This design comes from an exercise in tuning for small area, a short achievable clock period and few clock cycles per item on the open sky130 flow, not from production work.
Only simulation tests tie the RTL to the original design; equivalence was not proved.
Power and IR drop assume default switching activity.

==> flow/design.v <==
`default_nettype none
package fp_pkg;
  localparam int unsigned flen  = 32;
  localparam int unsigned exp_w = 8;
  localparam int unsigned man_w = 23;
  typedef struct packed {
    logic             sign;
    logic [exp_w-1:0] exponent;
    logic [man_w-1:0] mantissa;
  } fp_word_t;
  localparam fp_word_t canonical_nan = 32'h7fc0_0000;
  localparam int unsigned cls_w            = 10;
  localparam int unsigned cls_neg_inf      = 0;
  localparam int unsigned cls_neg_normal   = 1;
  localparam int unsigned cls_neg_subnorm  = 2;
  localparam int unsigned cls_neg_zero     = 3;
  localparam int unsigned cls_pos_zero     = 4;
  localparam int unsigned cls_pos_subnorm  = 5;
  localparam int unsigned cls_pos_normal   = 6;
  localparam int unsigned cls_pos_inf      = 7;
  localparam int unsigned cls_snan         = 8;
  localparam int unsigned cls_qnan         = 9;
endpackage
`default_nettype wire
`default_nettype none
package xif_pkg;
  localparam int unsigned id_w = 4;
  localparam int unsigned xlen = 32;
  typedef logic [4:0] reg_idx_t;
  typedef enum logic [3:0] {
    op_fsgnj,
    op_fsgnjn,
    op_fsgnjx,
    op_fmin,
    op_fmax,
    op_feq,
    op_flt,
    op_fle,
    op_fclass,
    op_fmv_w_x,
    op_fmv_x_w
  } fp_op_e;
  typedef struct packed {
    fp_op_e          op;
    logic [id_w-1:0] id;
    reg_idx_t        rd;
    reg_idx_t        rs1;
    reg_idx_t        rs2;
    logic [xlen-1:0] int_operand;
  } issue_t;
  typedef struct packed {
    logic [id_w-1:0]          id;
    reg_idx_t                 rd;
    logic                     fp_write;
    logic [31:0]              data;
  } result_t;
endpackage
`default_nettype wire
`timescale 1ns/1ns
`default_nettype none
module fp_regfile (
  input  wire         uin_rvfpm,
  input  wire         arst_n,
  input  wire         we,
  input  wire  [4:0]  waddr,
  input  wire  [31:0] wdata,
  output logic [31:0] written_next,
  input  wire  [31:0] rsel,
  input  wire         xsel0,
  input  wire  [31:0] xdata0,
  input  wire         xsel1,
  input  wire  [31:0] xdata1,
  output logic [31:0] rdata
);
  logic [31:0] regs [0:31];
  logic [31:0] written_q;
  logic [31:0] wsel;
  always_comb begin
    for (int i = 0; i < 32; i++) begin
      wsel[i] = we && (waddr == 5'(i));
    end
  end
  assign written_next = written_q | wsel;
  always_ff @(posedge uin_rvfpm) begin
    for (int i = 0; i < 32; i++) begin
      if (wsel[i]) begin
        regs[i] <= wdata;
      end
    end
  end
  always_ff @(posedge uin_rvfpm or negedge arst_n) begin
    if (!arst_n) begin
      written_q <= '0;
    end else begin
      written_q <= written_next;
    end
  end
  logic [31:0] lv0 [0:63];
  logic [31:0] lv1 [0:31];
  logic [31:0] lv2 [0:15];
  logic [31:0] lv3 [0:7];
  logic [31:0] lv4 [0:3];
  logic [31:0] lv5 [0:1];
  always_comb begin
    for (int i = 0; i < 64; i++) begin
      lv0[i] = '0;
    end
    for (int i = 0; i < 32; i++) begin
      lv0[2*i] = {32{rsel[i]}} & regs[i];
    end
    lv0[1] = {32{xsel0}} & xdata0;
    lv0[3] = {32{xsel1}} & xdata1;
    for (int i = 0; i < 32; i++) lv1[i] = lv0[2*i] | lv0[2*i+1];
    for (int i = 0; i < 16; i++) lv2[i] = lv1[2*i] | lv1[2*i+1];
    for (int i = 0; i < 8; i++)  lv3[i] = lv2[2*i] | lv2[2*i+1];
    for (int i = 0; i < 4; i++)  lv4[i] = lv3[2*i] | lv3[2*i+1];
    for (int i = 0; i < 2; i++)  lv5[i] = lv4[2*i] | lv4[2*i+1];
    rdata = lv5[0] | lv5[1];
  end
endmodule
`default_nettype wire
`timescale 1ns/1ns
`default_nettype none
module fp_exec_unit (
  input  wire  [3:0]  op,
  input  wire  [31:0] a,
  input  wire  [31:0] b,
  output logic [31:0] data,
  output logic        fp_write
);
  logic a_nan;
  logic b_nan;
  logic a_zero;
  logic b_zero;
  logic a_inf;
  logic a_subnorm;
  logic a_normal;
  logic mag_lt;
  logic mag_gt;
  logic a_below_b;
  logic both_zero;
  logic eq_word;
  logic no_nan;
  logic [31:0] word_hi;
  logic [31:0] word_lo;
  logic bit0_hi;
  logic bit0_lo;
  logic [9:0] class_mask;
  assign a_nan     = (a[30:23] == 8'hff) && (a[22:0] != '0);
  assign b_nan     = (b[30:23] == 8'hff) && (b[22:0] != '0);
  assign a_zero    = (a[30:0] == '0);
  assign b_zero    = (b[30:0] == '0);
  assign a_inf     = (a[30:23] == 8'hff) && (a[22:0] == '0);
  assign a_subnorm = (a[30:23] == 8'h00) && (a[22:0] != '0);
  assign a_normal  = (a[30:23] != 8'h00) && (a[30:23] != 8'hff);
  logic [31:0] g_l0;
  logic [31:0] l_l0;
  logic [15:0] g_l1;
  logic [15:0] l_l1;
  logic [7:0]  g_l2;
  logic [7:0]  l_l2;
  logic [3:0]  g_l3;
  logic [3:0]  l_l3;
  logic [1:0]  g_l4;
  logic [1:0]  l_l4;
  assign g_l0 = {1'b0, a[30:0] & ~b[30:0]};
  assign l_l0 = {1'b0, ~a[30:0] & b[30:0]};
  always_comb begin
    for (int i = 0; i < 16; i++) begin
      g_l1[i] = g_l0[2*i+1] | (~l_l0[2*i+1] & g_l0[2*i]);
      l_l1[i] = l_l0[2*i+1] | (~g_l0[2*i+1] & l_l0[2*i]);
    end
    for (int i = 0; i < 8; i++) begin
      g_l2[i] = g_l1[2*i+1] | (~l_l1[2*i+1] & g_l1[2*i]);
      l_l2[i] = l_l1[2*i+1] | (~g_l1[2*i+1] & l_l1[2*i]);
    end
    for (int i = 0; i < 4; i++) begin
      g_l3[i] = g_l2[2*i+1] | (~l_l2[2*i+1] & g_l2[2*i]);
      l_l3[i] = l_l2[2*i+1] | (~g_l2[2*i+1] & l_l2[2*i]);
    end
    for (int i = 0; i < 2; i++) begin
      g_l4[i] = g_l3[2*i+1] | (~l_l3[2*i+1] & g_l3[2*i]);
      l_l4[i] = l_l3[2*i+1] | (~g_l3[2*i+1] & l_l3[2*i]);
    end
  end
  assign mag_gt = g_l4[1] | (~l_l4[1] & g_l4[0]);
  assign mag_lt = l_l4[1] | (~g_l4[1] & l_l4[0]);
  assign a_below_b = (a[31] & ~b[31]) | (a[31] & b[31] & mag_gt) | (~a[31] & ~b[31] & mag_lt);
  assign eq_word = (a[31] == b[31]) & ~mag_gt & ~mag_lt;
  assign both_zero = a_zero & b_zero;
  assign class_mask[0] = a[31] & a_inf;
  assign class_mask[1] = a[31] & a_normal;
  assign class_mask[2] = a[31] & a_subnorm;
  assign class_mask[3] = a[31] & a_zero;
  assign class_mask[4] = ~a[31] & a_zero;
  assign class_mask[5] = ~a[31] & a_subnorm;
  assign class_mask[6] = ~a[31] & a_normal;
  assign class_mask[7] = ~a[31] & a_inf;
  assign class_mask[8] = a_nan & ~a[22];
  assign class_mask[9] = a_nan & a[22];
  assign no_nan = ~a_nan & ~b_nan;
  always_comb begin
    word_hi = '0;
    word_lo = '0;
    bit0_hi = 1'b0;
    bit0_lo = 1'b0;
    case (op)
      4'd0: begin
        word_hi = {b[31], a[30:0]};
        word_lo = {b[31], a[30:0]};
      end
      4'd1: begin
        word_hi = {~b[31], a[30:0]};
        word_lo = {~b[31], a[30:0]};
      end
      4'd2: begin
        word_hi = {a[31] ^ b[31], a[30:0]};
        word_lo = {a[31] ^ b[31], a[30:0]};
      end
      4'd3, 4'd4: begin
        if (a_nan && b_nan) begin
          word_hi = 32'h7fc0_0000;
          word_lo = 32'h7fc0_0000;
        end else if (a_nan) begin
          word_hi = b;
          word_lo = b;
        end else if (b_nan) begin
          word_hi = a;
          word_lo = a;
        end else if (op == 4'd3) begin
          word_hi = a;
          word_lo = b;
        end else begin
          word_hi = b;
          word_lo = a;
        end
      end
      4'd8: begin
        word_hi = {22'd0, class_mask};
        word_lo = {22'd0, class_mask};
      end
      4'd9: begin
        word_hi = b;
        word_lo = b;
      end
      4'd10: begin
        word_hi = a;
        word_lo = a;
      end
      default: ;
    endcase
    case (op)
      4'd5: begin
        bit0_hi = no_nan & (both_zero | eq_word);
        bit0_lo = no_nan & (both_zero | eq_word);
      end
      4'd6: begin
        bit0_hi = no_nan & ~both_zero;
        bit0_lo = 1'b0;
      end
      4'd7: begin
        bit0_hi = no_nan;
        bit0_lo = no_nan & (both_zero | eq_word);
      end
      default: begin
        bit0_hi = word_hi[0];
        bit0_lo = word_lo[0];
      end
    endcase
  end
  assign data = a_below_b ? {word_hi[31:1], bit0_hi} : {word_lo[31:1], bit0_lo};
  assign fp_write = (op <= 4'd4) || (op == 4'd9);
endmodule
`default_nettype wire
`timescale 1ns/1ns
`default_nettype none
module rvfpm (
  input  wire         uin_rvfpm,
  input  wire         arst_n,
  input  wire         issue_req,
  output logic        issue_ack,
  input  wire  [3:0]  issue_op,
  input  wire  [3:0]  issue_id,
  input  wire  [4:0]  issue_rd,
  input  wire  [4:0]  issue_rs1,
  input  wire  [4:0]  issue_rs2,
  input  wire  [31:0] issue_int_operand,
  output logic        result_req,
  input  wire         result_ack,
  output logic [3:0]  result_id,
  output logic [4:0]  result_rd,
  output logic        result_fp_write,
  output logic [31:0] result_data
);
  logic        i_v_q;
  logic        i_ph1_q;
  logic [3:0]  i_op_q;
  logic [3:0]  i_id_q;
  logic [4:0]  i_rd_q;
  logic [4:0]  i_rs1_q;
  logic [4:0]  i_rs2_q;
  logic [31:0] i_iop_q;
  logic [31:0] rsel_q;
  logic        rsel_r_q;
  logic        rsel_i_q;
  logic        e_v_q;
  logic [3:0]  e_op_q;
  logic [3:0]  e_id_q;
  logic [4:0]  e_rd_q;
  logic [31:0] a_q;
  logic [31:0] b_q;
  logic        r_full_q;
  logic        rf_we_q;
  logic [3:0]  r_id_q;
  logic [4:0]  r_rd_q;
  logic        r_fpw_q;
  logic [31:0] r_data_q;
  logic        i_free;
  logic        e_done;
  logic        e_free;
  logic        i_adv;
  logic        r_full_d;
  logic        i_fmv;
  logic        e_fpw;
  logic        dep_a;
  logic        dep_b_next;
  logic [4:0]  rsrc;
  logic [31:0] rsel_d;
  logic [31:0] written_next;
  logic [31:0] rdata;
  logic [31:0] ex_data;
  logic        ex_fpw;
  assign e_done = e_v_q & ~r_full_q;
  assign e_free = ~e_v_q | e_done;
  assign i_adv  = i_v_q & ~i_ph1_q & e_free;
  assign i_free = ~i_v_q | i_ph1_q;
  assign r_full_d = (r_full_q & ~(result_req & result_ack)) | e_done;
  assign i_fmv = (i_op_q == 4'd9);
  assign e_fpw = (e_op_q <= 4'd4) || (e_op_q == 4'd9);
  assign dep_a = r_fpw_q & (r_rd_q == i_rs1_q);
  assign dep_b_next = e_done ? (e_fpw & (e_rd_q == i_rs2_q))
                             : (r_fpw_q & (r_rd_q == i_rs2_q));
  always_comb begin
    if (i_free) begin
      rsrc = issue_rs1;
    end else if (i_adv) begin
      rsrc = i_rs2_q;
    end else begin
      rsrc = i_rs1_q;
    end
    for (int i = 0; i < 32; i++) begin
      rsel_d[i] = (rsrc == 5'(i)) & written_next[i] &
                  ~(i_adv & (dep_b_next | i_fmv));
    end
  end
  always_ff @(posedge uin_rvfpm or negedge arst_n) begin
    if (!arst_n) begin
      i_v_q      <= 1'b0;
      i_ph1_q    <= 1'b0;
      e_v_q      <= 1'b0;
      r_full_q   <= 1'b0;
      rf_we_q    <= 1'b0;
      r_fpw_q    <= 1'b0;
      issue_ack  <= 1'b0;
      result_req <= 1'b0;
    end else begin
      issue_ack  <= issue_req & (issue_ack | i_free);
      if (i_free) begin
        i_v_q   <= issue_req & ~issue_ack;
        i_ph1_q <= 1'b0;
      end else if (i_adv) begin
        i_ph1_q <= 1'b1;
      end
      e_v_q      <= (e_v_q & ~e_done) | (i_v_q & i_ph1_q);
      r_full_q   <= r_full_d;
      result_req <= r_full_d & ~result_ack;
      rf_we_q    <= e_done & ex_fpw;
      if (e_done) begin
        r_fpw_q <= ex_fpw;
      end
    end
  end
  always_ff @(posedge uin_rvfpm) begin
    if (i_free) begin
      i_op_q  <= issue_op;
      i_id_q  <= issue_id;
      i_rd_q  <= issue_rd;
      i_rs1_q <= issue_rs1;
      i_rs2_q <= issue_rs2;
      i_iop_q <= issue_int_operand;
    end
    rsel_q   <= rsel_d;
    rsel_r_q <= i_adv & dep_b_next & ~i_fmv;
    rsel_i_q <= i_adv & i_fmv;
    if (i_adv) begin
      a_q <= rdata;
    end else if (i_v_q & i_ph1_q & dep_a) begin
      a_q <= r_data_q;
    end
    if (i_v_q & i_ph1_q) begin
      b_q    <= rdata;
      e_op_q <= i_op_q;
      e_id_q <= i_id_q;
      e_rd_q <= i_rd_q;
    end
    if (e_done) begin
      r_id_q   <= e_id_q;
      r_rd_q   <= e_rd_q;
      r_data_q <= ex_data;
    end
  end
  fp_regfile i_fp_regfile (
    .uin_rvfpm    (uin_rvfpm),
    .arst_n       (arst_n),
    .we           (rf_we_q),
    .waddr        (r_rd_q),
    .wdata        (r_data_q),
    .written_next (written_next),
    .rsel         (rsel_q),
    .xsel0        (rsel_r_q),
    .xdata0       (r_data_q),
    .xsel1        (rsel_i_q),
    .xdata1       (i_iop_q),
    .rdata        (rdata)
  );
  fp_exec_unit i_fp_exec_unit (
    .op       (e_op_q),
    .a        (a_q),
    .b        (b_q),
    .data     (ex_data),
    .fp_write (ex_fpw)
  );
  assign result_id       = r_id_q;
  assign result_rd       = r_rd_q;
  assign result_fp_write = r_fpw_q;
  assign result_data     = r_data_q;
endmodule
`default_nettype wire
==> flow/run.sh <==
#!/bin/bash
# synth_recipe.tcl (not shown) runs the flow's synth.tcl, then flattens the netlist and writes it again
# the make line also repeats each setting of config.mk as NAME=value (left out here)
make -C /OpenROAD-flow-scripts/flow DESIGN_CONFIG=/design/flow/config.mk WORK_HOME=/design/flow/orfs CLKGATE_MAP_FILE= SYNTH_SCRIPT=/design/flow/synth_recipe.tcl finish
==> flow/config.mk <==
export PLATFORM = sky130hd
export DESIGN_NAME = rvfpm
export DESIGN_NICKNAME = rvfpm
export VERILOG_FILES = /design/flow/design.v
export SDC_FILE = /design/flow/constraint.sdc
export NUM_CORES = 4
export LEC_CHECK = 0
export CAP_MARGIN = 20
export CORE_MARGIN = 2
export CORE_UTILIZATION = 60
export CTS_CLUSTER_DIAMETER = 100
export CTS_CLUSTER_SIZE = 25
export SETUP_SLACK_MARGIN = 3.5
export SLEW_MARGIN = 20
==> flow/constraint.sdc <==
create_clock -name core_clock -period 6.0 [get_ports {uin_rvfpm}]
set_input_delay 1.2000 -clock core_clock [delete_from_list [all_inputs] [get_ports {uin_rvfpm}]]
set_output_delay 1.2000 -clock core_clock [all_outputs]
set_load 0.01 [all_outputs]
==> run_results.csv, run 1 <==
group,metric,value,unit
cells_and_area,mostFrequentLayoutCell,"edfxtp_1",
synth,synthAdderAreaFrac,0.105,%
power_and_ir_drop,power_leakage,0.0181,uW
synth,avgSynthCellArea,17.8,um2
synth,ys_types,67,
synth,synth_nets,2688,
hold_path,hold_class,"reg2reg",
power_and_ir_drop,p_sw_share,30.3,%
synth,synth-xor-area-share,0.281,%
synth,synth_cells,2626,
floorplanning,row_count,102,
status,status,"no timing/DRC/antenna violations",
timing,finalCriticalPeriod,3.17,ns
cells_and_area,final_cell_mix,"edfxtp_1, a22oi_1, buf_4",
hold_path,min_to,"e_rd_q[3]$_DFFE_PP_",
clock_network,clockBufferDepth,3,
cells_and_area,fill_cells,4932,
cells_and_area,ff_latch_area,0.0377,mm2
synth,yosys_warnings,10,
floorplanning,die_w,283,um
timing,tightest_slew,1.12,ns
timing,finClkSkew,0.0242,ns
grt,overflow,0,
critical_path,rrSetupSlack,2.83,ns
critical_path,r2r_cells,13,
synth,synth-simple-area-share,5.56,%
timing,slew_headroom,24.2,%
clock_network,cts_buffers,57,
cells_and_area,synthToLayoutAreaGrowth,18.0,%
cells_and_area,multi_input_area,0.00945,mm2
critical_path,endpoint_kind,"register",
clock_network,insertion_delay,0.69,ns
hold_path,min-delay-start,"i_rd_q[3]$_DFFE_PN_",
route,vias,30600,
power_and_ir_drop,p_sw,6530,uW
power_and_ir_drop,p_clk_share,20.8,%
synth,synth_top_flop_cell,"edfxtp_1",
synth,synth_top_family_by_area,"compound AO/OA/AOI/OAI gates",
critical_path,start_kind,"register",
synth,syn_area,0.0467,mm2
clock_network,cts_sinks,1271,
clock_network,cts-root-buf,"clkbuf_16",
synth,ys_seq_area_share,80.6,%
floorplanning,die_h,283,um
timing,fin_setup_tns,0,ns
route,dr.pass1.iters,6,
synth,ys_seq_elements,1271,
placed_design,gp_congestion,0.901,
route,finalWirelength,172,mm
timing,hold_slack,0.428,ns
floorplanning,start_util,60.5,%
critical_path,critPathMaxFanout,5,
floorplanning,die-area,0.0801,mm2
critical_path,r2r-start,"a_q[29]$_DFFE_PP_",
clock_network,clk_pin_slew,0.10,ns
critical_path,rr_endpoint,"r_data_q[2]$_DFFE_PP_",
power_and_ir_drop,pwr-share-seq,53.4,%
route,route.detailed.drc,0,
critical_path,worst-setup-path-type,"reg2reg",
cells_and_area,final_util,71.4,%
timing,timing.final.crit_share,52.8,%
timing,drv_slew,0,
critical_path,arrival,3.60,ns
grt,antenna_found_initial,7,
grt,grtUsageTotal,42.4,%
timing,setup_viol,0,
hold_path,holdPathStages,0,
power_and_ir_drop,powerDensity,391,mW/mm2
synth,synth_edf_count,1197,
synth,muxShareOfSynthArea,0.858,%
grt,grt_pass1_wl,232,mm
clock_network,cts_tree,"yes",
power_and_ir_drop,p_int,15000,uW
timing,max_clock_freq,0.316,GHz
grt,grt_pass1_vias,28900,
floorplanning,io_pins,103,
synth,synth_compound_area_share,11.4,%
power_and_ir_drop,ir_worst_vdd,0.000415,V
grt,grt_max_degree,47,
placed_design,dp_hpwl,86.0,mm
route,drt_iter0_markers,5759,
clock_network,htreeDepth,2,
route,ant_nets,0,
power_and_ir_drop,finalPower,21600,uW
timing,finalHoldViolCount,0,
power_and_ir_drop,combPwrFrac,25.8,%
cells_and_area,drive_gt1_share,22.7,%
timing,rsz0062_at_grt,"true",
route,post_drt_wl_per_cell,42.3,um
placed_design,portBuffers,102,
critical_path,cp.required,6.43,ns
run,maxCapViolCount,0,
floorplanning,coreArea,0.0772,mm2
cells_and_area,fin_nets,3071,
synth,synthArstFlopShare,3.15,%
route,vias_per_cell,7.49,
## state kept, by name, indices dropped and copies added, names as in the netlist, 5 cells and up
register                count
e_rd_q                      5
i_fp_regfile.written_q     32
i_iop_q                    32
i_rs2_q                     5
i_rd_q                      5
i_fp_regfile.regs        1024
r_rd_q                      5
i_rs1_q                     5
a_q                        32
rsel_q                     32
r_data_q                   32
b_q                        32
## through the flow
stage | cell area (um2) | std cells | setup WS (ns)
final | 55100 | 4081 | 2.83
after global routing | 55100 | 4077 | 2.74
after CTS | 54100 | 4010 | 2.93
after detailed placement | 49700 | 3751 | 2.39
after global placement | 49600 | 3750 | 2.46
after floorplan | 46700 | 2626 | 3.08
## logic make-up after synthesis
logic type,Yosys count
flip-flops,1271
AND/OR/NAND/NOR,474
XOR/XNOR,15
adder cells (fa/ha/maj),4
buffers and inverters,145
multiplexers,36
AO/OA/AOI/OAI,681
## power groups by stage
| stage | Sequential (uW) | Combinational (uW) | Clock (uW) |
|---|---|---|---|
| after floorplan | 11800 | 1780 | 0 |
| final | 11500 | 5560 | 4480 |
| after CTS | 11500 | 4970 | 4460 |
| after global placement | 11800 | 3430 | 0 |
| after global routing | 11600 | 5720 | 4770 |
| after detailed placement | 11800 | 3520 | 0 |
## worst max-delay path by stage
stage                                   start                     to  slack [ns]  cells after the start
after detailed placement    a_q[29]$_DFFE_PP_  r_data_q[4]$_DFFE_PP_        2.39                     10
after CTS                   b_q[15]$_DFFE_PP_  r_data_q[4]$_DFFE_PP_        2.93                     12
after global routing        a_q[29]$_DFFE_PP_  r_data_q[5]$_DFFE_PP_        2.74                     13
after global placement      a_q[29]$_DFFE_PP_  r_data_q[9]$_DFFE_PP_        2.46                     10
after floorplan           r_rd_q[0]$_DFFE_PP_     rsel_q[12]$_DFF_P_        3.08                      5
final                       a_q[29]$_DFFE_PP_  r_data_q[2]$_DFFE_PP_        2.83                     13
## synth_stat cells (19+ instances only)
master	count	share of area (%)
a21oi_1	19	0.20
a221oi_1	96	1.8
a22o_1	108	2.0
a22oi_1	361	5.8
clkbuf_1	99	0.80
dfrtp_1	40	2.1
dfxtp_1	34	1.5
edfxtp_1	1197	77
inv_1	24	0.19
mux2_2	32	0.77
nand2_1	63	0.51
nand2b_1	23	0.31
nand3_1	45	0.48
nand4_1	106	1.4
nor2_1	72	0.58
nor2b_1	24	0.32
nor3_1	37	0.40
nor3b_1	32	0.51
or2_2	35	0.47
## final cells by class
cell class                      instances  area share (%)
Sequential cell                      1271            68.4
Inverter                               24           0.170
Timing Repair Buffer                  439            8.98
Antenna cell                            4          0.0182
Tap cell                             1040            2.36
Multi-Input combinational cell       1216            17.1
Clock buffer                           82            2.76
Clock inverter                          5           0.139
## repair_timing
action,in CTS,in global routing
resized for setup,443,119
pin swaps,60,61
setup buffers,145,63
gates cloned,27,4
endpoints found under the setup margin,645,184
hold buffers,0,0
## routing by layer
| metal | vias up | GRT usage [%] | wire length, um |
|---|---|---|---|
| met4 | 8 | 24.8 | 12600 |
| met2 | 2738 | 62.7 | 76200 |
| met1 | 15600 | 57.7 | 58800 |
| li1 | 11700 | - | - |
| met5 | - | 0 | 118 |
| met3 | 599 | 10.7 | 24800 |
## critical path, cell delays in order (launching register included)
cell,delay [ns]
edfxtp_1,0.37
buf_4,0.19
nand2b_1,0.18
a311oi_1,0.33
nor2_1,0.14
a21oi_2,0.21
o21ai_2,0.11
a221oi_2,0.29
buf_4,0.18
nand3_4,0.11
a21oi_4,0.22
buf_6,0.15
o21ai_4,0.11
a221o_1,0.32
Testbench counts, summed over its fixed seeds: cycles 24,024, items 12,000.
==> run 2: changes to the inputs <==
==> flow/flow/run.sh (new file) <==
#!/bin/bash
# Layout flow: the standard ORFS flow (standard.sh) with
#  - a delay-driven ABC script in synthesis (synth_wrap.tcl),
#  - plain buf_4 port buffers instead of the default delay cells,
#  - cell resizing not limited to the same footprint.
# Each tool's log stays under orfs/logs/; make's output goes to
# standard.log in this folder.
set -uo pipefail
HERE=$(pwd)
sed -e "s#@ABC_SCRIPT@#$HERE/flow/abc_delay.script#" \
    -e "s#@FLOW_SYNTH@#$HERE/synth_recipe.tcl#" \
    flow/synth_wrap.tcl > synth_wrap.tcl
bash standard.sh SYNTH_SCRIPT="$HERE/synth_wrap.tcl" MATCH_CELL_FOOTPRINT=0 \
  BUFFER_PORTS_ARGS="-buffer_cell sky130_fd_sc_hd__buf_4" finish > standard.log 2>&1
==> flow/flow/abc_delay.script (new file) <==
strash
dch
map -D 1500
topo
buffer -c
upsize -c -D 1500
dnsize -c -D 1500
stime -c
==> flow/flow/synth_wrap.tcl (new file) <==
# Synthesis wrapper: the standard flow's synthesis script unchanged, except that
# the ABC mapping step runs a delay-driven script (abc_delay.script)
# in place of ORFS's default one. Flip-flops are mapped before ABC,
# so the registers are those of the standard synthesis.
proc abc {args} {
  set i [lsearch $args -script]
  set args [lreplace $args [expr {$i + 1}] [expr {$i + 1}] @ABC_SCRIPT@]
  yosys abc {*}$args
}
source @FLOW_SYNTH@
==> flow/standard.sh (new file) <==
#!/bin/bash
# synth_recipe.tcl (not shown) runs the flow's synth.tcl, then flattens the netlist and writes it again
# the make line also repeats each setting of config.mk as NAME=value (left out here)
make -C /OpenROAD-flow-scripts/flow DESIGN_CONFIG=/design/flow/config.mk WORK_HOME=/design/flow/orfs CLKGATE_MAP_FILE= SYNTH_SCRIPT=/design/flow/synth_recipe.tcl "${@:-finish}"
removed: flow/run.sh
==> run 2 against run 1 <==
Against the previous run:
- worst setup slack gained 0.12 ns
- global-route usage grew 1.9 points
- design area grew 3.1%
- clock-buffer cell count shrank 5
- die area grew 2.9%
- still clean
- sequential cell count is the same
- first-iteration DRC count grew 12%
- critical path depth shrank 2
- register-to-register slack gained 0.12 ns
- via count grew 9.6%
==> run_results.csv, run 2 <==
group,metric,value,unit
placed_design,dp_hpwl,90.3,mm
cells_and_area,final_cell_mix,"edfxtp_1, nand2_1, buf_4",
timing,fin_setup_tns,0,ns
grt,grt_max_degree,53,
route,finalWirelength,183,mm
critical_path,start_kind,"register",
critical_path,cp.required,6.44,ns
placed_design,gp_congestion,0.945,
synth,syn_area,0.0481,mm2
synth,synth_edf_count,1197,
power_and_ir_drop,p_sw,7300,uW
synth,yosys_warnings,10,
timing,slew_headroom,28.0,%
floorplanning,die-area,0.0824,mm2
floorplanning,io_pins,103,
timing,finClkSkew,0.0238,ns
synth,ys_types,59,
route,vias,33500,
floorplanning,start_util,60.7,%
timing,hold_slack,0.434,ns
hold_path,hold_class,"reg2reg",
cells_and_area,drive_gt1_share,22.7,%
grt,grt_pass1_wl,246,mm
timing,max_clock_freq,0.328,GHz
timing,finalHoldViolCount,0,
grt,overflow,0,
floorplanning,row_count,103,
timing,timing.final.crit_share,50.7,%
clock_network,cts-root-buf,"clkbuf_16",
synth,avgSynthCellArea,15.2,um2
power_and_ir_drop,p_int,15100,uW
clock_network,cts_buffers,57,
power_and_ir_drop,p_clk_share,20.0,%
route,drt_iter0_markers,6425,
placed_design,portBuffers,102,
clock_network,cts_hold_repair.buffers,0,
placed_design,place_inst,4295,
timing,finalCriticalPeriod,3.04,ns
synth,synth_top_area_share,74.8,%
run,maxCapViolCount,0,
route,vias_per_cell,7.20,
synth,synth_top_flop_cell,"edfxtp_1",
synth,synth_nets,3222,
clock_network,insertion_delay,0.70,ns
cells_and_area,fin_nets,3642,
synth,synthArstFlopShare,3.15,%
power_and_ir_drop,p_sw_share,32.6,%
power_and_ir_drop,power_leakage,0.0196,uW
grt,antenna_found_initial,9,
cells_and_area,ff_latch_area,0.0377,mm2
timing,rsz0062_at_grt,"true",
route,post_drt_wl_per_cell,39.3,um
grt,grt_pass1_vias,30900,
cells_and_area,synthToLayoutAreaGrowth,18.2,%
critical_path,worst-setup-path-type,"reg2reg",
clock_network,cts_tree,"yes",
route,ant_nets,0,
power_and_ir_drop,powerDensity,395,mW/mm2
clock_network,htreeDepth,2,
clock_network,clockBufferDepth,3,
timing,tightest_slew,1.08,ns
synth,yosysMostFrequentCell,"edfxtp_1",
cells_and_area,mostFrequentLayoutCell,"edfxtp_1",
cells_and_area,top_register,"i_fp_regfile.regs",
floorplanning,die_h,287,um
power_and_ir_drop,pwr-share-seq,51.1,%
synth,synth_area_leaders,"edfxtp_1, a22oi_1, nand2_1",
synth,yosys-top-cells-count,"edfxtp_1, nand2_1, a22oi_1, inv_1, nor2_1",
critical_path,critPathMaxFanout,8,
critical_path,endpoint_kind,"register",
synth,ys_seq_elements,1271,
status,status,"no timing/DRC/antenna violations",
power_and_ir_drop,combPwrFrac,28.9,%
power_and_ir_drop,ir_worst_vdd,0.000308,V
synth,yosys.area.top_type,"edfxtp_1",
cells_and_area,multi_input_area,0.0102,mm2
floorplanning,die_w,287,um
timing,fin_ws,2.96,ns
placed_design,dpl_worst_slack,2.43,ns
critical_path,arrival,3.49,ns
timing,setup_viol,0,
timing,drv_slew,0,
route,dr.pass1.iters,7,
floorplanning,coreArea,0.0791,mm2
grt,grtUsageTotal,44.2,%
clock_network,clk_pin_slew,0.11,ns
synth,synth_cells,3160,
cells_and_area,largest_reg_flops,1024,
cells_and_area,fill_cells,5082,
route,route.detailed.drc,0,
clock_network,cts_sinks,1271,
cells_and_area,fin_cells,4658,
synth,ys_seq_area_share,78.3,%
-- run 2: worst paths after layout --
check	slack (ns)	depth (start not counted)	from	end
max	2.96	11	b_q[8]$_DFFE_PP_	r_data_q[17]$_DFFE_PP_
min	0.43	0	i_id_q[3]$_DFFE_PN_	e_id_q[3]$_DFFE_PP_
max reg2reg	2.96	11	b_q[8]$_DFFE_PP_	r_data_q[17]$_DFFE_PP_
min reg2reg	0.43	0	i_id_q[3]$_DFFE_PN_	e_id_q[3]$_DFFE_PP_
max in group asynchronous	5.07	1	arst_n	r_full_q$_DFF_PN0_
min in group asynchronous	0.49	1	arst_n	i_fp_regfile.written_q[21]$_DFF_PN0_
-- run 2: repair_timing --
action,4_1_cts,5_1_grt
cloned,46,0
setup buffers,181,49
setup endpoints to repair,275,147
pin swaps,103,64
gates resized for setup,326,108
-- run 2: worst max-delay path, stage by stage (launching register included) --
cell and delay (ns):
edfxtp_1 0.49, nor4_1 0.44, nand4_1 0.38, nor3_4 0.35, nor2_4 0.10, o21ai_4 0.18, buf_12 0.16, clkinvlp_4 0.12
buf_8 0.17, buf_4 0.14, a211oi_2 0.16, o21ai_1 0.10
-- run 2: metrics by stage --
stage | power, uW | util, % | cell area, um2
after floorplan | 13800 | - | 48100
after detailed placement | 15500 | 64.2 | 50800
after CTS | 21600 | 70.7 | 56000
after global placement | 15400 | 64.2 | 50800
final | 22400 | 71.8 | 56800
after global routing | 22900 | 71.7 | 56800
-- run 2: cell families (layout without fill, tap and decap cells) --
kind of cell    Yosys count  count (layout)  share of synthesized area (%)
xor+xnor                  4               4                         0.0729
other cells               0               6                              0
flops                  1271            1271                           78.3
fa+ha+maj                 3               3                         0.0781
buf+inv                 338             774                           2.74
simple gates            816             817                           7.54
compound gates          727             732                           11.2
mux                       1               1                         0.0208
-- run 2: power by group through the flow --
stage	combinational, uW	clock, uW	sequential [uW]
finish	6480	4470	11500
detailed placement	3890	0	11600
global route	6670	4720	11500
global placement	3800	0	11600
floorplan	2040	0	11800
CTS	5710	4430	11400
-- run 2: area by class of cell --
class                      instances  area share [%]
sequential                      1271            66.4
multi-input combinational       1557            18.0
timing repair buffer             490            9.04
clock buffer                      77            2.68
tap                             1050            2.31
inverter                         201            1.42
clock inverter                     4           0.101
timing repair inverter             2          0.0264
antenna                            6          0.0264
-- run 2: layer usage --
metal / GRT usage (%) / vias up / wire length [um]
met3: 14.6 / 712 / 30900
met4: 21.6 / 8 / 12500
li1: - / 13100 / -
met5: 0 / - / 50
met2: 65.0 / 3076 / 78500
met1: 60.0 / 16600 / 60900
==> run 3: changes to the inputs <==
==> flow/flow/abc_delay.script (replaced) <==
strash
balance
dc2
dch -f
map -D 1000
topo
buffer -c
upsize -c -D 1000
dnsize -c -D 1000
stime -c
--- a/flow/config.mk
+++ b/flow/config.mk
@@ -12,3 +12,3 @@
 export CTS_CLUSTER_SIZE = 25
-export SETUP_SLACK_MARGIN = 3.5
+export SETUP_SLACK_MARGIN = 3.25
 export SLEW_MARGIN = 20
==> run 3 against run 2 <==
Against the previous run:
- still clean
- non-clock buffer count fell by 180
- core utilization is 3.5 points lower
- sequential cell count stayed put
- critical path depth grew 1
- clock skew rose by 0.0045 ns
- clock-buffer cell count fell by 1
- first-iteration DRC count shrank 23%
- design area decreased by 5.3%
- sequential power about the same
- largest power group unchanged
==> run_results.csv, run 3 <==
group,metric,value,unit
grt,antenna_found_initial,10,
placed_design,dp_hpwl,85.4,mm
synth,synth_nets,3111,
cells_and_area,largest_reg_flops,1024,
synth,ys_seq_area_share,79.1,%
power_and_ir_drop,finalPower,21900,uW
cells_and_area,drive_gt1_share,17.2,%
synth,syn_area,0.0476,mm2
clock_network,insertion_delay,0.69,ns
timing,finClkSkew,0.0283,ns
grt,grt_pass1_wl,215,mm
floorplanning,die_h,286,um
critical_path,start_kind,"register",
synth,synth-simple-area-share,7.60,%
critical_path,cp_top_family,"compound AO/OA/AOI/OAI gates",
cells_and_area,multi_input_area,0.00972,mm2
synth,avgSynthCellArea,15.6,um2
placed_design,gp_congestion,0.932,
synth,synth_top_family_by_area,"compound AO/OA/AOI/OAI gates",
route,finalWirelength,157,mm
clock_network,clockBufferDepth,3,
critical_path,critical_path_buf_inv_count,1,
synth,synth_top_area_share,75.6,%
critical_path,crit_end,"r_data_q[19]$_DFFE_PP_",
synth,ys_seq_elements,1271,
synth,synthAdderAreaFrac,0.0789,%
timing,drv_slew,0,
timing,tightest_slew,1.06,ns
timing,setup_viol,0,
clock_network,cts_tree,"yes",
clock_network,cts_sinks,1271,
timing,slew_headroom,28.6,%
timing,finalCriticalPeriod,2.93,ns
floorplanning,die_w,286,um
clock_network,clk_pin_slew,0.11,ns
run,maxCapViolCount,0,
placed_design,placed_area,0.0503,mm2
timing,rsz0062_at_grt,"true",
route,vias,30400,
cells_and_area,top_register,"i_fp_regfile.regs",
critical_path,r2r_cells,12,
floorplanning,start_util,60.4,%
grt,overflow,0,
power_and_ir_drop,ir_worst_vdd,0.000356,V
cells_and_area,ff_latch_area,0.0377,mm2
critical_path,endpoint_kind,"register",
synth,synth_compound_area_share,10.7,%
route,vias_per_cell,6.96,
status,status,"no timing/DRC/antenna violations",
cells_and_area,final_area,0.0538,mm2
critical_path,crit_slowest_cell,"edfxtp_1",
synth,yosys_warnings,10,
critical_path,rrSetupSlack,3.07,ns
grt,grtUsageTotal,37.9,%
critical_path,r2r-start,"a_q[11]$_DFFE_PP_",
critical_path,rr_endpoint,"r_data_q[19]$_DFFE_PP_",
clock_network,cts-root-buf,"clkbuf_16",
hold_path,hold_class,"reg2reg",
power_and_ir_drop,powerDensity,407,mW/mm2
cells_and_area,fin_nets,3357,
critical_path,cp.required,6.43,ns
synth,muxShareOfSynthArea,0,%
critical_path,critPathMaxFanout,6,
route,drt_iter0_markers,4932,
critical_path,worst-setup-path-type,"reg2reg",
cells_and_area,final_cell_mix,"edfxtp_1, a22oi_1, nand2_1",
synth,synth_cells,3049,
timing,fin_setup_tns,0,ns
synth,synth-xor-area-share,0.147,%
synth,synth_area_leaders,"edfxtp_1, a22oi_1, nand2_1",
cells_and_area,synthToLayoutAreaGrowth,13.0,%
timing,timing.final.crit_share,48.9,%
synth,synth_top_flop_cell,"edfxtp_1",
cells_and_area,fill_cells,5328,
route,route.detailed.drc,0,
placed_design,dpl_worst_slack,2.30,ns
grt,grt_pass1_vias,28800,
floorplanning,die-area,0.0816,mm2
placed_design,portBuffers,102,
critical_path,cp_num_cells,12,
route,ant_nets,0,
timing,max_clock_freq,0.341,GHz
clock_network,htreeDepth,2,
critical_path,cpPeakStageDelay,0.49,ns
critical_path,crit_chain,"o211ai_2 > nand2_1 > a31oi_1 > o21a_1 > o21ai_2 > a21oi_4 > o21bai_4 > o21ai_4 > buf_12 > nand3_2 > nor2_1 > o21ai_1",
timing,finalHoldViolCount,0,
synth,synthArstFlopShare,3.15,%
critical_path,startpoint,"a_q[11]$_DFFE_PP_",
synth,ys_types,59,
synth,yosys-top-cells-count,"edfxtp_1, a22oi_1, nand2_1, inv_1, nor2_1",
clock_network,cts_buffers,57,
route,dr.pass1.iters,6,
cells_and_area,mostFrequentLayoutCell,"edfxtp_1",
critical_path,arrival,3.36,ns
clock_network,cts_hold_repair.buffers,0,
synth,yosysMostFrequentCell,"edfxtp_1",
synth,yosys.area.top_type,"edfxtp_1",
grt,grt_max_degree,64,
floorplanning,io_pins,103,
route,post_drt_wl_per_cell,35.9,um
timing,fin_ws,3.07,ns
power_and_ir_drop,power_leakage,0.0180,uW
synth,synth_edf_count,1197,
floorplanning,row_count,103,
cells_and_area,final_util,68.3,%
floorplanning,coreArea,0.0787,mm2
## run 3: changes by cell type after synthesis, moves of 18 or more
cell / before / now
a22oi_1: 294 / 412
a22o_1: 85 / 30
or2_2: 20 / 1
o21ai_0: 91 / 21
nand2_1: 365 / 383
a221oi_1: 104 / 40
inv_1: 190 / 144
nand4_1: 84 / 132
nor2_1: 182 / 133
## run 3: how the worst min path moves through the flow
stage                   startpoint             endpoint  depth (start not counted)
6_report       i_rd_q[1]$_DFFE_PN_  e_rd_q[1]$_DFFE_PP_                          0
2_1_floorplan  i_id_q[0]$_DFFE_PN_  e_id_q[0]$_DFFE_PP_                          0
3_3_place_gp   e_id_q[3]$_DFFE_PP_  r_id_q[3]$_DFFE_PP_                          0
5_1_grt        i_rd_q[1]$_DFFE_PN_  e_rd_q[1]$_DFFE_PP_                          0
4_1_cts        i_rd_q[1]$_DFFE_PN_  e_rd_q[1]$_DFFE_PP_                          0
3_5_place_dp   i_rd_q[1]$_DFFE_PN_  e_rd_q[1]$_DFFE_PP_                          0
## run 3: through the flow
step / hold slack [ns] / cells
after detailed placement: 0.407 / 4184
after global placement: 0.402 / 4184
after floorplan: 0.400 / 3049
after global routing: 0.429 / 4367
final: 0.424 / 4368
after CTS: 0.422 / 4321
## run 3: cells by family after synthesis
group / count (synthesis)
XOR/XNOR: 8
AO/OA/AOI/OAI: 681
AND/OR/NAND/NOR: 805
buffers and inverters: 281
flip-flops: 1271
adder cells (fa/ha/maj): 3
## run 3: worst register-to-register path: stages (launching register included)
cell	delay, ns
edfxtp_1	0.49
o211ai_2	0.24
nand2_1	0.08
a31oi_1	0.19
o21a_1	0.25
o21ai_2	0.13
a21oi_4	0.26
o21bai_4	0.10
o21ai_4	0.28
buf_12	0.18
nand3_2	0.23
nor2_1	0.16
o21ai_1	0.08
## run 3: report_power, final
group | switching, uW | internal, uW
combinational | 3940 | 1800
sequential | 579 | 11100
clock | 2620 | 1810
total | 7150 | 14800
## run 3: timing repair
action                                 CTS  global route
endpoints found under the hold margin    0             0
resized for setup                      126           101
cloned                                   8             9
pin swaps                               17            33
setup endpoints to repair              109            95
buffers inserted                        48            37
## run 3: area by class of cell
type / instances / share of cell area (%)
Inverter: 151 / 1.09
Tap cell: 1050 / 2.44
Clock inverter: 5 / 0.130
Sequential cell: 1271 / 70.0
Timing Repair Buffer: 310 / 5.37
Antenna cell: 1 / 0.00465
Multi-Input combinational cell: 1503 / 18.1
Timing Repair inverter: 1 / 0.0140
Clock buffer: 76 / 2.86
## run 3: metal layers
metal	up-vias	wire, um	GRT usage, %
li1	12400	-	-
met5	-	36	0
met4	6	8660	16.3
met1	15400	55600	52.2
met3	415	20700	7.89
met2	2178	71800	59.7
==> run 4: changes to the inputs <==
--- a/flow/design.v
+++ b/flow/design.v
@@ -127,2 +127,6 @@
   input  wire  [31:0] b,
+  input  wire         a_nan,
+  input  wire         b_nan,
+  input  wire         a_zero,
+  input  wire         b_zero,
   output logic [31:0] data,
@@ -130,6 +134,2 @@
 );
-  logic a_nan;
-  logic b_nan;
-  logic a_zero;
-  logic b_zero;
   logic a_inf;
@@ -148,6 +148,2 @@
   logic [9:0] class_mask;
-  assign a_nan     = (a[30:23] == 8'hff) && (a[22:0] != '0);
-  assign b_nan     = (b[30:23] == 8'hff) && (b[22:0] != '0);
-  assign a_zero    = (a[30:0] == '0);
-  assign b_zero    = (b[30:0] == '0);
   assign a_inf     = (a[30:23] == 8'hff) && (a[22:0] == '0);
@@ -311,2 +307,6 @@
   logic [31:0] b_q;
+  logic        a_nan_q;
+  logic        b_nan_q;
+  logic        a_zero_q;
+  logic        b_zero_q;
   logic        r_full_q;
@@ -332,2 +332,6 @@
   logic        ex_fpw;
+  logic        rd_nan;
+  logic        rd_zero;
+  logic        rw_nan;
+  logic        rw_zero;
   assign e_done = e_v_q & ~r_full_q;
@@ -355,2 +359,6 @@
   end
+  assign rd_nan  = (rdata[30:23] == 8'hff) && (rdata[22:0] != '0);
+  assign rd_zero = (rdata[30:0] == '0);
+  assign rw_nan  = (r_data_q[30:23] == 8'hff) && (r_data_q[22:0] != '0);
+  assign rw_zero = (r_data_q[30:0] == '0);
   always_ff @(posedge uin_rvfpm or negedge arst_n) begin
@@ -395,5 +403,9 @@
     if (i_adv) begin
-      a_q <= rdata;
+      a_q      <= rdata;
+      a_nan_q  <= rd_nan;
+      a_zero_q <= rd_zero;
     end else if (i_v_q & i_ph1_q & dep_a) begin
-      a_q <= r_data_q;
+      a_q      <= r_data_q;
+      a_nan_q  <= rw_nan;
+      a_zero_q <= rw_zero;
     end
@@ -401,2 +413,4 @@
       b_q    <= rdata;
+      b_nan_q  <= rd_nan;
+      b_zero_q <= rd_zero;
       e_op_q <= i_op_q;
@@ -429,2 +443,6 @@
     .b        (b_q),
+    .a_nan    (a_nan_q),
+    .b_nan    (b_nan_q),
+    .a_zero   (a_zero_q),
+    .b_zero   (b_zero_q),
     .data     (ex_data),
==> run 4 against run 3 <==
Against the previous run:
- routed wire length is 12% higher
- first-iteration DRC count grew 15%
- critical endpoint is now a_zero_q$_DFFE_PP_
- largest power group unchanged
- maximum frequency grew 6.1%
- critical path type unchanged
==> run_results.csv, run 4 <==
group,metric,value,unit
grt,grt_pass1_vias,31500,
synth,ys_seq_elements,1275,
synth,yosys-top-cells-count,"edfxtp_1, a22oi_1, nand2_1, nor2_1, inv_1",
timing,fin_setup_tns,0,ns
critical_path,arrival,3.24,ns
floorplanning,die-area,0.0846,mm2
timing,slew_headroom,29.5,%
route,finalWirelength,175,mm
power_and_ir_drop,powerDensity,416,mW/mm2
synth,synth_cells,3358,
placed_design,gp_congestion,0.933,
critical_path,crit_chain,"a22o_1 > a221oi_2 > nand4_1 > nor4_4 > buf_4 > nand3_2 > nor4_2 > nand4_1 > o32ai_2",
hold_path,hold_class,"reg2reg",
clock_network,cts-root-buf,"clkbuf_16",
critical_path,startpoint,"rsel_q[3]$_DFF_P_",
critical_path,crit_slowest_cell,"dfxtp_4",
synth,yosys_warnings,10,
synth,ys_types,72,
floorplanning,io_pins,103,
synth,synth_nets,3420,
route,post_drt_wl_per_cell,37.0,um
cells_and_area,drive_gt1_share,18.2,%
timing,setup_viol,0,
route,drt_iter0_markers,5650,
cells_and_area,fin_nets,3688,
cells_and_area,synthToLayoutAreaGrowth,14.3,%
cells_and_area,final_cell_mix,"edfxtp_1, a22oi_1, nand2_1",
synth,synth_top_flop_cell,"edfxtp_1",
floorplanning,row_count,105,
synth,synth_top_area_share,73.0,%
clock_network,cts_hold_repair.buffers,0,
critical_path,critPathMostFrequentCell,"nand4_1",
timing,max_clock_freq,0.362,GHz
critical_path,rrSetupSlack,3.24,ns
timing,hold_slack,0.427,ns
status,status,"no timing/DRC/antenna violations",
clock_network,htreeDepth,2,
critical_path,cp_num_cells,9,
critical_path,start_kind,"register",
critical_path,worst-setup-path-type,"reg2reg",
clock_network,cts_buffers,57,
timing,finalHoldViolCount,0,
critical_path,rr_endpoint,"a_zero_q$_DFFE_PP_",
route,route.detailed.drc,0,
critical_path,crit_end,"a_zero_q$_DFFE_PP_",
synth,synth_edf_count,1201,
route,vias_per_cell,7.11,
critical_path,cp_top_family,"simple AND/OR/NAND/NOR gates",
timing,finClkSkew,0.0395,ns
grt,grt_max_degree,65,
critical_path,cp.required,6.48,ns
placed_design,portBuffers,102,
clock_network,cts_sinks,1275,
floorplanning,die_h,291,um
cells_and_area,mostFrequentLayoutCell,"edfxtp_1",
clock_network,clockBufferDepth,3,
synth,synth_area_leaders,"edfxtp_1, a22oi_1, nand2_1",
power_and_ir_drop,power_leakage,0.0193,uW
synth,yosys.area.top_type,"edfxtp_1",
timing,finalCriticalPeriod,2.76,ns
timing,drv_slew,0,
grt,antenna_found_initial,6,
route,dr.pass1.iters,8,
synth,yosysMostFrequentCell,"edfxtp_1",
synth,syn_area,0.0494,mm2
power_and_ir_drop,ir_worst_vdd,0.000318,V
route,vias,33700,
timing,timing.final.crit_share,46.0,%
critical_path,r2r_cells,9,
grt,overflow,0,
clock_network,insertion_delay,0.68,ns
cells_and_area,final_util,69.0,%
critical_path,cpPeakStageDelay,0.53,ns
cells_and_area,fill_cells,5534,
critical_path,r2r-start,"rsel_q[3]$_DFF_P_",
critical_path,critPathMaxFanout,20,
grt,grt_pass1_wl,238,mm
synth,synthArstFlopShare,3.14,%
cells_and_area,top_register,"i_fp_regfile.regs",
floorplanning,die_w,291,um
clock_network,cts_tree,"yes",
critical_path,endpoint_kind,"register",
synth,avgSynthCellArea,14.7,um2
route,ant_nets,0,
critical_path,critical_path_buf_inv_count,1,
run,maxCapViolCount,0,
clock_network,clk_pin_slew,0.10,ns
floorplanning,coreArea,0.0818,mm2
placed_design,dp_hpwl,96.0,mm
timing,rsz0062_at_grt,"true",
cells_and_area,largest_reg_flops,1024,
floorplanning,start_util,60.3,%
timing,tightest_slew,1.05,ns
synth,ys_seq_area_share,76.4,%
grt,grtUsageTotal,40.3,%
run 4: cell type report:
cell class / count / area, um2 / area share (%)
Clock buffer: 96 / 1650 / 2.92
Multi-Input combinational cell: 1748 / 11300 / 20.0
Inverter: 182 / 701 / 1.24
Timing Repair Buffer: 362 / 3600 / 6.38
Sequential cell: 1275 / 37800 / 67.1
Antenna cell: 1 / 2.50 / 0.00443
Clock inverter: 4 / 33.8 / 0.0599
Tap cell: 1070 / 1340 / 2.37
run 4: metrics by stage:
stage | worst slack [ns] | total power [uW] | std cells | cell area, um2
global route | 3.14 | 24100 | 4737 | 56400
floorplan | 3.28 | 15000 | 3358 | 49400
global placement | 2.38 | 17200 | 4495 | 52000
finish | 3.24 | 23500 | 4738 | 56400
CTS | 3.24 | 22500 | 4672 | 55400
detailed placement | 2.39 | 17400 | 4495 | 52000
run 4: report_power, final:
| group | switching (uW) | total, uW | internal [uW] |
|---|---|---|---|
| combinational | 4940 | 7170 | 2230 |
| clock | 2690 | 4580 | 1890 |
| sequential | 565 | 11800 | 11200 |
| total | 8190 | 23500 | 15300 |
run 4: kinds of logic after synthesis:
| family | Yosys count | synth area share [%] |
|---|---|---|
| fa+ha+maj | 3 | 0.0760 |
| xor+xnor | 7 | 0.124 |
| compound gates | 819 | 12.0 |
| simple gates | 913 | 8.36 |
| buf+inv | 341 | 2.97 |
| flops | 1275 | 76.4 |
run 4: worst min-delay path by stage:
stage / from / end / slack (ns) / cells past startpoint
4_1_cts: i_rd_q[1]$_DFFE_PN_ / e_rd_q[1]$_DFFE_PP_ / 0.43 / 0
3_5_place_dp: e_id_q[3]$_DFFE_PP_ / r_id_q[3]$_DFFE_PP_ / 0.40 / 0
3_3_place_gp: e_id_q[0]$_DFFE_PP_ / r_id_q[0]$_DFFE_PP_ / 0.40 / 0
5_1_grt: i_rd_q[1]$_DFFE_PN_ / e_rd_q[1]$_DFFE_PP_ / 0.42 / 0
2_1_floorplan: i_id_q[0]$_DFFE_PN_ / e_id_q[0]$_DFFE_PP_ / 0.40 / 0
6_report: e_id_q[2]$_DFFE_PP_ / r_id_q[2]$_DFFE_PP_ / 0.43 / 0
run 4: timing repair:
item | in CTS | in global routing
buffers inserted | 70 | 55
gates resized for setup | 242 | 100
endpoints found under the setup margin | 118 | 112
cloned | 7 | 10
pin swaps | 31 | 36
run 4: per-layer routing:
layer	global-route usage [%]	up-vias	share of wire [%]
met5	0	-	0.025
met4	17.2	6	5.7
met3	8.90	530	14
met2	63.1	2796	45
met1	55.4	16800	34
li1	-	13600	-
Testbench counts of run 4, summed over its fixed seeds: cycles 24,024, items 12,000.
==> run 5: changes to the inputs <==
--- a/flow/design.v
+++ b/flow/design.v
@@ -66,3 +66,2 @@
   input  wire  [31:0] wdata,
-  output logic [31:0] written_next,
   input  wire  [31:0] rsel,
@@ -75,10 +74,18 @@
   logic [31:0] regs [0:31];
-  logic [31:0] written_q;
+  logic        init_q;
   logic [31:0] wsel;
+  logic [31:0] wdata_eff;
+  always_ff @(posedge uin_rvfpm or negedge arst_n) begin
+    if (!arst_n) begin
+      init_q <= 1'b0;
+    end else begin
+      init_q <= 1'b1;
+    end
+  end
   always_comb begin
     for (int i = 0; i < 32; i++) begin
-      wsel[i] = we && (waddr == 5'(i));
+      wsel[i] = ~init_q || (we && (waddr == 5'(i)));
     end
   end
-  assign written_next = written_q | wsel;
+  assign wdata_eff = {32{init_q}} & wdata;
   always_ff @(posedge uin_rvfpm) begin
@@ -86,3 +93,3 @@
       if (wsel[i]) begin
-        regs[i] <= wdata;
+        regs[i] <= wdata_eff;
       end
@@ -90,9 +97,2 @@
   end
-  always_ff @(posedge uin_rvfpm or negedge arst_n) begin
-    if (!arst_n) begin
-      written_q <= '0;
-    end else begin
-      written_q <= written_next;
-    end
-  end
   logic [31:0] lv0 [0:63];
@@ -125,8 +125,8 @@
   input  wire  [3:0]  op,
+  input  wire         f_wa,
+  input  wire         f_wb,
+  input  wire         f_mm,
+  input  wire         f_min,
   input  wire  [31:0] a,
   input  wire  [31:0] b,
-  input  wire         a_nan,
-  input  wire         b_nan,
-  input  wire         a_zero,
-  input  wire         b_zero,
   output logic [31:0] data,
@@ -134,2 +134,6 @@
 );
+  logic a_nan;
+  logic b_nan;
+  logic a_zero;
+  logic b_zero;
   logic a_inf;
@@ -139,5 +143,3 @@
   logic mag_gt;
-  logic a_below_b;
   logic both_zero;
-  logic eq_word;
   logic no_nan;
@@ -145,5 +147,21 @@
   logic [31:0] word_lo;
-  logic bit0_hi;
-  logic bit0_lo;
+  logic bit0_hi_ne;
+  logic bit0_lo_ne;
+  logic bit0_hi_eq;
+  logic bit0_lo_eq;
+  logic nan_sel;
+  logic sela_hi;
+  logic selb_hi;
+  logic sela_lo;
+  logic selb_lo;
+  logic sign_hi;
+  logic sign_lo;
+  logic [31:0] word_lt;
+  logic [31:0] word_gt;
+  logic [31:0] word_eq;
   logic [9:0] class_mask;
+  assign a_nan     = (a[30:23] == 8'hff) && (a[22:0] != '0);
+  assign b_nan     = (b[30:23] == 8'hff) && (b[22:0] != '0);
+  assign a_zero    = (a[30:0] == '0);
+  assign b_zero    = (b[30:0] == '0);
   assign a_inf     = (a[30:23] == 8'hff) && (a[22:0] == '0);
@@ -183,4 +201,2 @@
   assign mag_lt = l_l4[1] | (~g_l4[1] & l_l4[0]);
-  assign a_below_b = (a[31] & ~b[31]) | (a[31] & b[31] & mag_gt) | (~a[31] & ~b[31] & mag_lt);
-  assign eq_word = (a[31] == b[31]) & ~mag_gt & ~mag_lt;
   assign both_zero = a_zero & b_zero;
@@ -197,68 +213,56 @@
   assign no_nan = ~a_nan & ~b_nan;
+  assign nan_sel = f_mm & a_nan & b_nan;
+  assign sela_hi = f_wa | (f_mm & ~a_nan & (b_nan | f_min));
+  assign selb_hi = f_wb | (f_mm & ~b_nan & (a_nan | ~f_min));
+  assign sela_lo = f_wa | (f_mm & ~a_nan & (b_nan | ~f_min));
+  assign selb_lo = f_wb | (f_mm & ~b_nan & (a_nan | f_min));
   always_comb begin
-    word_hi = '0;
-    word_lo = '0;
-    bit0_hi = 1'b0;
-    bit0_lo = 1'b0;
     case (op)
       4'd0: begin
-        word_hi = {b[31], a[30:0]};
-        word_lo = {b[31], a[30:0]};
+        sign_hi = b[31];
+        sign_lo = b[31];
       end
       4'd1: begin
-        word_hi = {~b[31], a[30:0]};
-        word_lo = {~b[31], a[30:0]};
+        sign_hi = ~b[31];
+        sign_lo = ~b[31];
       end
       4'd2: begin
-        word_hi = {a[31] ^ b[31], a[30:0]};
-        word_lo = {a[31] ^ b[31], a[30:0]};
+        sign_hi = a[31] ^ b[31];
+        sign_lo = a[31] ^ b[31];
       end
-      4'd3, 4'd4: begin
-        if (a_nan && b_nan) begin
-          word_hi = 32'h7fc0_0000;
-          word_lo = 32'h7fc0_0000;
-        end else if (a_nan) begin
-          word_hi = b;
-          word_lo = b;
-        end else if (b_nan) begin
-          word_hi = a;
-          word_lo = a;
-        end else if (op == 4'd3) begin
-          word_hi = a;
-          word_lo = b;
-        end else begin
-          word_hi = b;
-          word_lo = a;
-        end
-      end
-      4'd8: begin
-        word_hi = {22'd0, class_mask};
-        word_lo = {22'd0, class_mask};
-      end
-      4'd9: begin
-        word_hi = b;
-        word_lo = b;
-      end
-      4'd10: begin
-        word_hi = a;
-        word_lo = a;
+      default: begin
+        sign_hi = (sela_hi & a[31]) | (selb_hi & b[31]);
+        sign_lo = (sela_lo & a[31]) | (selb_lo & b[31]);
       end
-      default: ;
     endcase
+    word_hi = {sign_hi, ({31{sela_hi}} & a[30:0]) | ({31{selb_hi}} & b[30:0]) |
+                        ({31{nan_sel}} & 31'h7fc0_0000)};
+    word_lo = {sign_lo, ({31{sela_lo}} & a[30:0]) | ({31{selb_lo}} & b[30:0]) |
+                        ({31{nan_sel}} & 31'h7fc0_0000)};
+    word_hi[9:0] = word_hi[9:0] | ({10{op == 4'd8}} & class_mask);
+    word_lo[9:0] = word_lo[9:0] | ({10{op == 4'd8}} & class_mask);
     case (op)
       4'd5: begin
-        bit0_hi = no_nan & (both_zero | eq_word);
-        bit0_lo = no_nan & (both_zero | eq_word);
+        bit0_hi_ne = no_nan & both_zero;
+        bit0_lo_ne = no_nan & both_zero;
+        bit0_hi_eq = no_nan & (both_zero | (a[31] == b[31]));
+        bit0_lo_eq = no_nan & (both_zero | (a[31] == b[31]));
       end
       4'd6: begin
-        bit0_hi = no_nan & ~both_zero;
-        bit0_lo = 1'b0;
+        bit0_hi_ne = no_nan & ~both_zero;
+        bit0_lo_ne = 1'b0;
+        bit0_hi_eq = no_nan & ~both_zero;
+        bit0_lo_eq = 1'b0;
       end
       4'd7: begin
-        bit0_hi = no_nan;
-        bit0_lo = no_nan & (both_zero | eq_word);
+        bit0_hi_ne = no_nan;
+        bit0_lo_ne = no_nan & both_zero;
+        bit0_hi_eq = no_nan;
+        bit0_lo_eq = no_nan & (both_zero | (a[31] == b[31]));
       end
       default: begin
-        bit0_hi = word_hi[0];
-        bit0_lo = word_lo[0];
+        bit0_hi_ne = word_hi[0];
+        bit0_lo_ne = word_lo[0];
+        bit0_hi_eq = word_hi[0];
+        bit0_lo_eq = word_lo[0];
       end
@@ -266,3 +270,6 @@
   end
-  assign data = a_below_b ? {word_hi[31:1], bit0_hi} : {word_lo[31:1], bit0_lo};
+  assign word_lt = ~b[31]            ? {word_hi[31:1], bit0_hi_ne} : {word_lo[31:1], bit0_lo_ne};
+  assign word_gt = a[31]             ? {word_hi[31:1], bit0_hi_ne} : {word_lo[31:1], bit0_lo_ne};
+  assign word_eq = (a[31] & ~b[31])  ? {word_hi[31:1], bit0_hi_eq} : {word_lo[31:1], bit0_lo_eq};
+  assign data = mag_lt ? word_lt : (mag_gt ? word_gt : word_eq);
   assign fp_write = (op <= 4'd4) || (op == 4'd9);
@@ -303,2 +310,6 @@
   logic [3:0]  e_op_q;
+  logic        e_wa_q;
+  logic        e_wb_q;
+  logic        e_mm_q;
+  logic        e_min_q;
   logic [3:0]  e_id_q;
@@ -307,6 +318,2 @@
   logic [31:0] b_q;
-  logic        a_nan_q;
-  logic        b_nan_q;
-  logic        a_zero_q;
-  logic        b_zero_q;
   logic        r_full_q;
@@ -328,3 +335,2 @@
   logic [31:0] rsel_d;
-  logic [31:0] written_next;
   logic [31:0] rdata;
@@ -332,6 +338,2 @@
   logic        ex_fpw;
-  logic        rd_nan;
-  logic        rd_zero;
-  logic        rw_nan;
-  logic        rw_zero;
   assign e_done = e_v_q & ~r_full_q;
@@ -355,3 +357,3 @@
     for (int i = 0; i < 32; i++) begin
-      rsel_d[i] = (rsrc == 5'(i)) & written_next[i] &
+      rsel_d[i] = (rsrc == 5'(i)) &
                   ~(i_adv & (dep_b_next | i_fmv));
@@ -359,6 +361,2 @@
   end
-  assign rd_nan  = (rdata[30:23] == 8'hff) && (rdata[22:0] != '0);
-  assign rd_zero = (rdata[30:0] == '0);
-  assign rw_nan  = (r_data_q[30:23] == 8'hff) && (r_data_q[22:0] != '0);
-  assign rw_zero = (r_data_q[30:0] == '0);
   always_ff @(posedge uin_rvfpm or negedge arst_n) begin
@@ -403,9 +401,5 @@
     if (i_adv) begin
-      a_q      <= rdata;
-      a_nan_q  <= rd_nan;
-      a_zero_q <= rd_zero;
+      a_q <= rdata;
     end else if (i_v_q & i_ph1_q & dep_a) begin
-      a_q      <= r_data_q;
-      a_nan_q  <= rw_nan;
-      a_zero_q <= rw_zero;
+      a_q <= r_data_q;
     end
@@ -413,5 +407,7 @@
       b_q    <= rdata;
-      b_nan_q  <= rd_nan;
-      b_zero_q <= rd_zero;
       e_op_q <= i_op_q;
+      e_wa_q  <= (i_op_q <= 4'd2) || (i_op_q == 4'd10);
+      e_wb_q  <= (i_op_q == 4'd9);
+      e_mm_q  <= (i_op_q == 4'd3) || (i_op_q == 4'd4);
+      e_min_q <= (i_op_q == 4'd3);
       e_id_q <= i_id_q;
@@ -431,3 +427,2 @@
     .wdata        (r_data_q),
-    .written_next (written_next),
     .rsel         (rsel_q),
@@ -441,8 +436,8 @@
     .op       (e_op_q),
+    .f_wa     (e_wa_q),
+    .f_wb     (e_wb_q),
+    .f_mm     (e_mm_q),
+    .f_min    (e_min_q),
     .a        (a_q),
     .b        (b_q),
-    .a_nan    (a_nan_q),
-    .b_nan    (b_nan_q),
-    .a_zero   (a_zero_q),
-    .b_zero   (b_zero_q),
     .data     (ex_data),
--- a/flow/flow/run.sh
+++ b/flow/flow/run.sh
@@ -3,3 +3,3 @@
 #  - a delay-driven ABC script in synthesis (synth_wrap.tcl),
-#  - plain buf_4 port buffers instead of the default delay cells,
+#  - plain buf_1 port buffers (resized by timing repair) instead of the default delay cells,
 #  - cell resizing not limited to the same footprint.
@@ -13,2 +13,2 @@
 bash standard.sh SYNTH_SCRIPT="$HERE/synth_wrap.tcl" MATCH_CELL_FOOTPRINT=0 \
-  BUFFER_PORTS_ARGS="-buffer_cell sky130_fd_sc_hd__buf_4" finish > standard.log 2>&1
+  BUFFER_PORTS_ARGS="-buffer_cell sky130_fd_sc_hd__buf_1" finish > standard.log 2>&1
==> run 5 against run 4 <==
Against the previous run:
- cell count down 8.5%
- synthesized cell count is 9.8% lower
- routed wire length down 12%
- design area decreased by 6.1%
- area after synthesis decreased by 4.7%
- total power rose by 21%
- core utilization down 0.69 points
- combinational power up 44%
- critical endpoint is now r_data_q[19]$_DFFE_PP_
- highest routed layer is now met4
==> run_results.csv, run 5 <==
group,metric,value,unit
grt,gr-usage-met1,52.4,%
clock_network,clockBufferDepth,3,
route,drt_iter0_markers,5041,
power_and_ir_drop,p_int,17600,uW
synth,synth_top_area_share,76.6,%
synth,avgSynthCellArea,15.5,um2
synth,yosys_warnings,10,
route,route.detailed.drc,0,
critical_path,crit_chain,"o211ai_1 > buf_4 > nand3_4 > a21boi_4 > o21ai_4 > o21ai_2 > nand2_2 > a31oi_4 > buf_12 > o2bb2ai_4 > buf_12 > o2bb2ai_2",
route,vias,30700,
power_and_ir_drop,p_sw_share,38.3,%
timing,drv_slew,0,
placed_design,gp_congestion,0.969,
synth,ys_seq_area_share,78.5,%
critical_path,critPathMostFrequentCell,"buf_12",
power_and_ir_drop,combPwrFrac,36.3,%
clock_network,cts_sinks,1244,
clock_network,cts_buffers,56,
floorplanning,die_w,284,um
hold_path,hold_class,"reg2reg",
synth,yosysMostFrequentCell,"edfxtp_1",
synth,synth_nets,3089,
critical_path,r2r-start,"b_q[27]$_DFFE_PP_",
grt,antenna_found_initial,4,
power_and_ir_drop,ir_worst_vdd,0.000443,V
route,dr.pass1.iters,6,
cells_and_area,fin_nets,3328,
placed_design,dp_hpwl,87.7,mm
power_and_ir_drop,power_leakage,0.0182,uW
timing,setup_viol,0,
timing,timing.final.crit_share,46.7,%
timing,tightest_slew,0.945,ns
power_and_ir_drop,p_clk_share,15.4,%
clock_network,cts-root-buf,"clkbuf_16",
critical_path,start_kind,"register",
power_and_ir_drop,powerDensity,537,mW/mm2
critical_path,crit_end,"r_data_q[19]$_DFFE_PP_",
cells_and_area,fin_cells,4334,
cells_and_area,drive_gt1_share,15.3,%
grt,grt_pass1_wl,213,mm
critical_path,critPathMaxFanout,5,
grt,overflow,0,
timing,max_clock_freq,0.357,GHz
placed_design,portBuffers,102,
critical_path,rrSetupSlack,3.20,ns
grt,grtUsageTotal,37.6,%
route,post_drt_wl_per_cell,35.6,um
critical_path,endpoint_kind,"register",
grt,busiest_layer,"met2",
status,status,"no timing/DRC/antenna violations",
critical_path,cpPeakStageDelay,0.51,ns
floorplanning,die-area,0.0807,mm2
synth,ys_types,64,
timing,rsz0062_at_grt,"true",
critical_path,crit_slowest_cell,"edfxtp_1",
floorplanning,start_util,60.7,%
synth,yosys.area.top_type,"edfxtp_1",
floorplanning,die_h,284,um
cells_and_area,largest_reg_flops,1024,
clock_network,clk_pin_slew,0.12,ns
cells_and_area,mostFrequentLayoutCell,"edfxtp_1",
grt,grt_util_met3,8.91,%
run,maxCapViolCount,0,
critical_path,cp_num_cells,12,
synth,synthArstFlopShare,0.723,%
critical_path,cp_top_family,"compound AO/OA/AOI/OAI gates",
synth,yosys-top-cells-count,"edfxtp_1, a22oi_1, nand2_1, nor2_1, nand4_1",
floorplanning,io_pins,103,
timing,fin_setup_tns,0,ns
floorplanning,row_count,102,
synth,synth_area_leaders,"edfxtp_1, a22oi_1, nand2_1",
[run 5: cell count changes after synthesis, moves of 19 or more]
cell	before	now
dfrtp_1	40	9
nand2_1	406	325
a21oi_1	72	27
clkbuf_1	79	112
buf_2	50	5
inv_1	171	127
a22o_1	39	20
o22ai_1	32	10
nor2_1	179	154
nand3_1	69	98
nor3_1	52	9
[run 5: repair_timing]
item / 4_1_cts / 5_1_grt
setup buffers: 31 / 69
pin swaps: 14 / 46
endpoints found under the setup margin: 440 / 110
hold buffers: 0 / 0
gates resized for setup: 61 / 110
cloned: 1 / 4
hold endpoints to repair: 0 / 0
[run 5: worst min path at each step]
stage                     cells after the start                   to  slack, ns                 from
after floorplan                               0  e_id_q[0]$_DFFE_PP_       0.40  i_id_q[0]$_DFFE_PN_
after global routing                          0  e_rd_q[4]$_DFFE_PP_       0.44  i_rd_q[4]$_DFFE_PN_
after CTS                                     0  e_rd_q[4]$_DFFE_PP_       0.43  i_rd_q[4]$_DFFE_PN_
after global placement                        0  e_rd_q[2]$_DFFE_PP_       0.40  i_rd_q[2]$_DFFE_PN_
after detailed placement                      0  e_rd_q[4]$_DFFE_PP_       0.41  i_rd_q[4]$_DFFE_PN_
final                                         0  e_rd_q[4]$_DFFE_PP_       0.43  i_rd_q[4]$_DFFE_PN_
[run 5: cell families (layout without fill, tap and decap cells)]
kind of cell,Yosys count,after routing,synth area share [%]
AOI/OAI and AO/OA,728,729,11.5
buffers and inverters,273,535,2.26
and+or+nand+nor,775,776,7.52
xor gates and xnor gates,7,7,0.130
DFF,1244,1244,78.5
other,1,2,0.00797
adders and majority gates,1,1,0.0266
[run 5: per-stage QoR]
stage | area [um2] | setup slack [ns] | util, % | hold WS [ns] | total power, uW
after floorplan | 47100 | 2.41 | - | 0.400 | 18000
after global placement | 49500 | 2.25 | 63.8 | 0.402 | 21700
after detailed placement | 49600 | 2.27 | 63.9 | 0.410 | 21900
after CTS | 51800 | 3.17 | 66.8 | 0.434 | 26800
after global routing | 53000 | 3.13 | 68.3 | 0.437 | 29300
final | 53000 | 3.20 | 68.3 | 0.434 | 28500
[run 5: power by group through the flow]
stage / logic (uW) / registers (uW) / clock network, uW
4_1_cts: 8640 / 13700 / 4390
3_3_place_gp: 7850 / 13900 / 0
5_1_grt: 10800 / 13900 / 4690
2_1_floorplan: 4640 / 13300 / 0
6_report: 10300 / 13800 / 4380
3_5_place_dp: 7970 / 13900 / 0
[run 5: per-layer routing]
layer	part of all wire, %	vias up
met5	0	-
met4	5.2	0
met3	14	435
met2	45	2399
met1	36	15400
li1	-	12400
[run 5: cell type report]
| class | instances | area, um2 | share of cell area [%] |
|---|---|---|---|
| repair buffers | 314 | 2280 | 4.30 |
| diodes | 1 | 2.50 | 0.00472 |
| well taps | 1040 | 1300 | 2.46 |
| clock inverters | 5 | 82.6 | 0.156 |
| flip-flops and latches | 1244 | 37000 | 69.9 |
| clock buffers | 78 | 1510 | 2.84 |
| multi-input cells | 1514 | 10200 | 19.4 |
| inverters | 138 | 533 | 1.01 |
Testbench counts of run 5, summed over its fixed seeds: cycles 24,024, items 12,000.
